This is an optimization exercise on Yosys and OpenROAD, whose aim is small area, a short achievable clock period and few clock cycles per item, not a production implementation. Function was checked by simulation only, so behaviour that the tests miss may differ from the original.

## v6
==> flow/design.v <==
module muldiv_seq #(
  parameter int W  = 64,
  parameter int CW = 7
) (
  input  logic         clk,
  input  logic         rst,
  input  logic         start,
  input  logic         op_div,
  input  logic         op_signed,
  input  logic         op_dword,
  input  logic [W-1:0] rs,
  input  logic [W-1:0] rt,
  input  logic         rd_hilo,
  input  logic         wr_hi,
  input  logic         wr_lo,
  input  logic [W-1:0] wdata,
  input  logic         kill,
  output logic         busy,
  output logic         done,
  output logic         stall,
  output logic [W-1:0] hi,
  output logic [W-1:0] lo
);
  typedef enum logic [2:0] {IDLE, MUL, NORM, DIV, FIX} state_t;
  state_t        state, nstate;
  logic [4:0]    cnt;
  logic          div_r, dw_r, neg_lo, neg_hi;
  logic [64:0]   a_r;         
  logic [65:0]   b_r;         
  logic [6:0]    lza_r, lzb_r;  
  logic          bz_r;        
  logic          ca_r, kb_r;  
  logic          xneg_r;      
  logic [7:0]    bneg_r, bone_r, btwo_r;  
  logic          corr_r;      
  logic [66:0]   s_r, c_r;    
  logic          cin_r;       
  logic [15:0]   slo_r, clo_r;  
  logic [63:0]   pl_r;        
  function automatic logic [6:0] lzc64(input logic [63:0] v);
    logic [31:0] v1; logic [31:0] c1;
    logic [15:0] v2; logic [1:0] c2 [16];
    logic [7:0]  v3; logic [2:0] c3 [8];
    logic [3:0]  v4; logic [3:0] c4 [4];
    logic [1:0]  v5; logic [4:0] c5 [2];
    logic        v6; logic [5:0] c6;
    for (int i = 0; i < 32; i++) begin
      v1[i] = v[2*i+1] | v[2*i];
      c1[i] = ~v[2*i+1];
    end
    for (int i = 0; i < 16; i++) begin
      v2[i] = v1[2*i+1] | v1[2*i];
      c2[i] = v1[2*i+1] ? {1'b0, c1[2*i+1]} : {1'b1, c1[2*i]};
    end
    for (int i = 0; i < 8; i++) begin
      v3[i] = v2[2*i+1] | v2[2*i];
      c3[i] = v2[2*i+1] ? {1'b0, c2[2*i+1]} : {1'b1, c2[2*i]};
    end
    for (int i = 0; i < 4; i++) begin
      v4[i] = v3[2*i+1] | v3[2*i];
      c4[i] = v3[2*i+1] ? {1'b0, c3[2*i+1]} : {1'b1, c3[2*i]};
    end
    for (int i = 0; i < 2; i++) begin
      v5[i] = v4[2*i+1] | v4[2*i];
      c5[i] = v4[2*i+1] ? {1'b0, c4[2*i+1]} : {1'b1, c4[2*i]};
    end
    v6 = v5[1] | v5[0];
    c6 = v5[1] ? {1'b0, c5[1]} : {1'b1, c5[0]};
    lzc64 = v6 ? {1'b0, c6} : 7'd64;
  endfunction
  logic        sa_in, sb_in;
  logic [64:0] xa_in;
  logic [63:0] xb_in;
  logic [6:0]  lza_in, lzb_in;
  always_comb begin
    sa_in  = op_signed && (op_dword ? rs[63] : rs[31]);
    sb_in  = op_signed && (op_dword ? rt[63] : rt[31]);
    xa_in  = op_dword ? {sa_in, rs} : {{33{sa_in}}, rs[31:0]};
    xb_in  = op_dword ? rt : {{32{sb_in}}, rt[31:0]};
    lza_in = lzc64(sa_in ? {~xa_in[62:0], 1'b1} : xa_in[63:0]);
    lzb_in = lzc64(xb_in ^ {64{sb_in}});
  end
  logic [16:0] benc;
  logic [7:0]  bneg_n, bone_n, btwo_n;
  always_comb begin
    benc = (state == IDLE) ? {xb_in[15:0], 1'b0} : b_r[31:15];
    for (int i = 0; i < 8; i++) begin
      bneg_n[i] = benc[2*i+2];
      bone_n[i] = benc[2*i+1] ^ benc[2*i];
      btwo_n[i] = (benc[2*i+2] & ~benc[2*i+1] & ~benc[2*i]) |
                  (~benc[2*i+2] & benc[2*i+1] & benc[2*i]);
    end
  end
  localparam int TW = 83;     
  localparam logic [63:0] KBIAS = 64'hAAAA_AAAA_AAAA_AAAC;
  function automatic logic [2*TW-1:0] csa(input logic [TW-1:0] x, input logic [TW-1:0] y,
                                          input logic [TW-1:0] z);
    logic [TW-1:0] m;
    m   = (x & y) | (x & z) | (y & z);
    csa = {x ^ y ^ z, m[TW-2:0], 1'b0};
  endfunction
  logic [65:0]   by [8];
  logic [TW-1:0] rw [8];
  logic [TW-1:0] xa, xk;
  logic [TW-1:0] e1s, e1c, e2s, e2c;
  logic [TW-1:0] u1s, u1c, u2s, u2c, u3s, u3c, v1s, v1c, v2s, v2c, w1s, w1c, x1s, x1c, ms, mc;
  logic [16:0]   mlow;
  always_comb begin
    for (int i = 0; i < 8; i++) begin
      by[i]   = ({66{bone_r[i]}} & {a_r[64], a_r}) | ({66{btwo_r[i]}} & {a_r, 1'b0});
      by[i]   = by[i] ^ {66{bneg_r[i]}};
      rw[i]   = {16'd0, ~by[i][65], by[i]} << (2 * i);
    end
    for (int i = 0; i < 7; i++)
      rw[7][2*i] = bneg_r[i];
    xa = {3'd0, ca_r ? a_r[63:0] : 64'd0, 16'd0};
    xa[14] = bneg_r[7];
    xk = {3'd0, kb_r ? KBIAS : 64'd0, 16'd0};
    {e1s, e1c} = csa({16'd0, s_r}, {16'd0, c_r}, xa);
    {e2s, e2c} = csa(e1s, e1c, xk);
    {u1s, u1c} = csa(e2s, e2c, rw[0]);
    {u2s, u2c} = csa(rw[1], rw[2], rw[3]);
    {u3s, u3c} = csa(rw[4], rw[5], rw[6]);
    {v1s, v1c} = csa(u1s, u1c, u2s);
    {v2s, v2c} = csa(u2c, u3s, u3c);
    {w1s, w1c} = csa(v1s, v1c, v2s);
    {x1s, x1c} = csa(w1s, w1c, v2c);
    {ms, mc}   = csa(x1s, x1c, rw[7]);
    mlow = {1'b0, slo_r} + {1'b0, clo_r} + {16'd0, cin_r};
  end
  logic [7:0]  kest;
  logic        early;
  logic [63:0] ma_n, mb_n;
  logic [65:0] d_al;
  logic [64:0] r1, r2;
  logic [65:0] r3, t3s, t3c, x3, y3, z3, m3;
  logic        ok1, ok2, ok3;
  logic [1:0]  qd;
  logic [63:0] rem_n;
  always_comb begin
    kest   = {1'b0, lzb_r} - {1'b0, lza_r};                     
    if (!kest[7] && kest[6]) kest = 8'd63;                      
    early  = bz_r || kest[7];                                   
    ma_n   = neg_hi ? (~s_r[63:0] + 64'd1) : s_r[63:0];
    mb_n   = (neg_lo ^ neg_hi) ? (~b_r[63:0] + 64'd1) : b_r[63:0];
    d_al   = {2'b0, mb_n} << {kest[5:1], 1'b0};
    r1 = {1'b0, s_r[63:0]} - {1'b0, b_r[63:0]};
    r2 = {1'b0, s_r[63:0]} - {1'b0, b_r[62:0], 1'b0};
    x3 = {2'b0, s_r[63:0]};
    y3 = ~{1'b0, b_r[63:0], 1'b0};
    z3 = ~{2'b0, b_r[63:0]};
    t3s = x3 ^ y3 ^ z3;
    m3  = (x3 & y3) | (x3 & z3) | (y3 & z3);
    t3c = {m3[64:0], 1'b1};
    r3 = t3s + t3c + 66'd1;
    ok1 = !r1[64] && (b_r[65:64] == 2'd0);
    ok2 = !r2[64] && (b_r[65:63] == 3'd0);
    ok3 = !r3[65] && (b_r[65:63] == 3'd0);
    if (ok3)      begin qd = 2'd3; rem_n = r3[63:0]; end
    else if (ok2) begin qd = 2'd2; rem_n = r2[63:0]; end
    else if (ok1) begin qd = 2'd1; rem_n = r1[63:0]; end
    else          begin qd = 2'd0; rem_n = s_r[63:0]; end
  end
  logic [79:0] f1, f2, fsum;
  logic [63:0] q_n, res_hi, res_lo;
  always_comb begin
    f1   = {s_r[63:0] ^ {64{xneg_r}}, slo_r};
    f2   = {c_r[63:0], clo_r};
    fsum = f1 + f2 + {79'd0, cin_r};
    q_n  = neg_lo ? (~pl_r + 64'd1) : pl_r;
    if (!div_r) begin
      res_lo = dw_r ? {fsum[15:0], pl_r[63:16]} : {{32{fsum[15]}}, fsum[15:0], pl_r[63:48]};
      res_hi = dw_r ? fsum[79:16] : {{32{fsum[47]}}, fsum[47:16]};
    end else begin
      res_lo = bz_r ? 64'hFFFF_FFFF_FFFF_FFFF :
               dw_r ? q_n : {{32{q_n[31]}}, q_n[31:0]};
      res_hi = dw_r ? fsum[79:16] : {{32{fsum[47]}}, fsum[47:16]};
    end
  end
  logic fin;
  always_comb begin
    fin = (state == FIX) || ((state == NORM) && early);
    nstate = state;
    case (state)
      IDLE: if (start) begin if (op_div) nstate = NORM; else nstate = MUL; end
      MUL:  if (cnt == 5'd0) nstate = FIX;
      NORM: if (early) nstate = IDLE; else nstate = DIV;
      DIV:  if (cnt == 5'd0) nstate = FIX;
      FIX:  nstate = IDLE;
      default: nstate = IDLE;
    endcase
    if (kill) nstate = IDLE;
    busy  = (state != IDLE);
    done  = fin && !kill;
    stall = busy && (start || rd_hilo || wr_hi || wr_lo);
  end
  always_ff @(posedge clk) begin
    if (rst) state <= IDLE;
    else     state <= nstate;
  end
  always_ff @(posedge clk) begin
    case (state)
      IDLE: begin
        div_r  <= op_div;
        dw_r   <= op_dword;
        neg_lo <= sa_in ^ sb_in;
        neg_hi <= sa_in;
        a_r    <= xa_in;
        b_r    <= {2'b0, xb_in};
        lza_r   <= lza_in;
        lzb_r   <= lzb_in;
        bz_r    <= (xb_in == 64'd0);
        ca_r    <= 1'b0;
        kb_r    <= 1'b0;
        {bneg_r, bone_r, btwo_r} <= {bneg_n, bone_n, btwo_n};
        corr_r <= !op_signed && (op_dword ? rt[63] : rt[31]);
        s_r    <= op_div ? {3'b0, xa_in[63:0]} : 67'd0;
        c_r    <= 67'd0;
        cin_r  <= 1'b0;
        slo_r  <= op_div ? 16'hFFFF : 16'd0;
        clo_r  <= 16'd0;
        xneg_r <= 1'b0;
        pl_r   <= 64'd0;
        cnt    <= op_dword ? 5'd3 : 5'd1;
      end
      MUL: begin
        s_r   <= ms[82:16];
        c_r   <= mc[82:16];
        cin_r <= mlow[16];
        slo_r <= ms[15:0];
        clo_r <= mc[15:0];
        pl_r  <= {mlow[15:0], pl_r[63:16]};
        b_r   <= {18'd0, b_r[63:16]};
        {bneg_r, bone_r, btwo_r} <= {bneg_n, bone_n, btwo_n};
        ca_r    <= corr_r && (cnt == 5'd1);
        kb_r    <= dw_r && (cnt == 5'd1);
        cnt   <= cnt - 5'd1;
      end
      NORM: begin
        b_r  <= d_al;
        s_r  <= {3'b0, ma_n};
        cin_r  <= neg_hi;
        xneg_r <= neg_hi;
        cnt  <= kest[5:1];
      end
      DIV: begin
        s_r  <= {3'b0, rem_n};
        pl_r <= {pl_r[61:0], qd};
        b_r  <= {2'b0, b_r[65:2]};
        cnt  <= cnt - 5'd1;
      end
      default: ;
    endcase
  end
  always_ff @(posedge clk) begin
    if (rst) begin
      hi <= '0;
      lo <= '0;
    end else if (fin && !kill) begin
      hi <= res_hi;
      lo <= res_lo;
    end else if (state == IDLE) begin
      if (wr_hi) hi <= wdata;
      if (wr_lo) lo <= wdata;
    end
  end
endmodule
export LEC_CHECK = 0
export CAP_MARGIN = 20
export CORE_MARGIN = 2
export CORE_UTILIZATION = 60
export SETUP_SLACK_MARGIN = 4
export SLEW_MARGIN = 20
create_clock -name core_clock -period 10.0 [get_ports {clk}]
standard.sh (not shown) runs the stock make flow with config.mk's settings and CLKGATE_MAP_FILE= SYNTH_SCRIPT=/design/flow/synth_recipe.tcl, a recipe that flattens the netlist after the stock synthesis.
==> flow/flow/run.sh <==
#!/bin/bash
# The standard layout (the standard.sh: standard synthesis, floorplan, place, CTS, route),
# with one change: ports are buffered with buf_1 cells (sized up later as needed) instead of
# the default clkdlybuf4s50_1.
set -euo pipefail
bash standard.sh 'BUFFER_PORTS_ARGS=-buffer_cell sky130_fd_sc_hd__buf_1' finish > standard_flow.log 2>&1
v6: all stages complete, timing, DRC and antenna checks passed
Testbench counts of v6, summed over its fixed seeds: cycles 18,205, ops 3,200.
Inputs modified between v6 and v7:
--- a/flow/design.v
+++ b/flow/design.v
@@ -28,5 +28,6 @@
   logic [64:0]   a_r;         
   logic [65:0]   b_r;         
-  logic [6:0]    lza_r, lzb_r;  
+  logic [4:0]    kq_r;        
+  logic          early_r;     
   logic          bz_r;        
   logic          ca_r, kb_r;  
@@ -73,4 +74,5 @@
   logic [63:0] xb_in;
   logic [6:0]  lza_in, lzb_in;
+  logic [7:0]  kest;
   always_comb begin
     sa_in  = op_signed && (op_dword ? rs[63] : rs[31]);
@@ -78,6 +80,8 @@
     xa_in  = op_dword ? {sa_in, rs} : {{33{sa_in}}, rs[31:0]};
     xb_in  = op_dword ? rt : {{32{sb_in}}, rt[31:0]};
-    lza_in = lzc64(sa_in ? {~xa_in[62:0], 1'b1} : xa_in[63:0]);
+    lza_in = lzc64(xa_in[63:0] ^ {64{sa_in}});
     lzb_in = lzc64(xb_in ^ {64{sb_in}});
+    kest   = {1'b0, lzb_in} - {1'b0, lza_in} + {7'd0, sa_in};   
+    if (!kest[7] && kest[6]) kest = 8'd63;                       
   end
   logic [16:0] benc;
@@ -129,6 +133,4 @@
     mlow = {1'b0, slo_r} + {1'b0, clo_r} + {16'd0, cin_r};
   end
-  logic [7:0]  kest;
-  logic        early;
   logic [63:0] ma_n, mb_n;
   logic [65:0] d_al;
@@ -139,10 +141,7 @@
   logic [63:0] rem_n;
   always_comb begin
-    kest   = {1'b0, lzb_r} - {1'b0, lza_r};                     
-    if (!kest[7] && kest[6]) kest = 8'd63;                      
-    early  = bz_r || kest[7];                                   
     ma_n   = neg_hi ? (~s_r[63:0] + 64'd1) : s_r[63:0];
     mb_n   = (neg_lo ^ neg_hi) ? (~b_r[63:0] + 64'd1) : b_r[63:0];
-    d_al   = {2'b0, mb_n} << {kest[5:1], 1'b0};
+    d_al   = {2'b0, mb_n} << {kq_r[4:0], 1'b0};
     r1 = {1'b0, s_r[63:0]} - {1'b0, b_r[63:0]};
     r2 = {1'b0, s_r[63:0]} - {1'b0, b_r[62:0], 1'b0};
@@ -180,10 +179,10 @@
   logic fin;
   always_comb begin
-    fin = (state == FIX) || ((state == NORM) && early);
+    fin = (state == FIX) || ((state == NORM) && early_r);
     nstate = state;
     case (state)
       IDLE: if (start) begin if (op_div) nstate = NORM; else nstate = MUL; end
       MUL:  if (cnt == 5'd0) nstate = FIX;
-      NORM: if (early) nstate = IDLE; else nstate = DIV;
+      NORM: if (early_r) nstate = IDLE; else nstate = DIV;
       DIV:  if (cnt == 5'd0) nstate = FIX;
       FIX:  nstate = IDLE;
@@ -208,7 +207,7 @@
         a_r    <= xa_in;
         b_r    <= {2'b0, xb_in};
-        lza_r   <= lza_in;
-        lzb_r   <= lzb_in;
+        kq_r    <= kest[5:1];
         bz_r    <= (xb_in == 64'd0);
+        early_r <= (xb_in == 64'd0) || kest[7];
         ca_r    <= 1'b0;
         kb_r    <= 1'b0;
@@ -242,5 +241,5 @@
         cin_r  <= neg_hi;
         xneg_r <= neg_hi;
-        cnt  <= kest[5:1];
+        cnt  <= kq_r[4:0];
       end
       DIV: begin
Findings:
v7 vs v6, total of clock buffers placed in the layout went up by 4. In v7 relative to v6, via count had gone down slightly. Taking v6 as the reference, in v7 flip-flop and latch count fell 1.5%; worst slack at placement shows a reduction of 1.11 ns. Taking v6 as the reference point, the layout inverter count without the clock tree of v7 falls by 1.9%. The higher setup slack came out of v6. Endpoint of the most critical setup path = kq_r[4]: v7; endpoint of the most critical setup path = s_r[49]: v6. v7: final standard cell utilization of the core 0.65 points above v6. Taking v6 as the reference, in v7 cell area after synthesis now sits at about the same level; overall fraction of global-route tracks in use now smaller; average cell area after synthesis now sits higher; highest clock frequency the design can meet decreased 3.2%.
Testbench counts of v7, summed over its fixed seeds: cycles 18,205, ops 3,200.

==> port drivers added, routing unchanged <==
No port has a modelled driver above. Below, the same layouts with a new extraction and two added sets of constraints.
Step 1: set_driving_cell puts a clkbuf_16 on clk and a buf_2 on each other input, an assumption about the parent block.
Step 2, shift: input delay + t, output delay - t, t = (earliest + latest rising clock arrival at the registers) / 2. This alone moves slack from input paths to output paths.
a / b / c = ideal ports / drivers / drivers and shift; a / b = the first two.
run	shift t [ns]	setup WS [ns]	pins driven straight from the clock port
v6	0.780	4.090 / 4.038 / 3.420	1
v7	0.786	3.892 / 3.935 / 3.149	1
After both steps every run listed still meets setup and hold. The setup slack of v7, which loses most, moves by +0.043 ns with the drivers and by -0.743 ns with both steps.
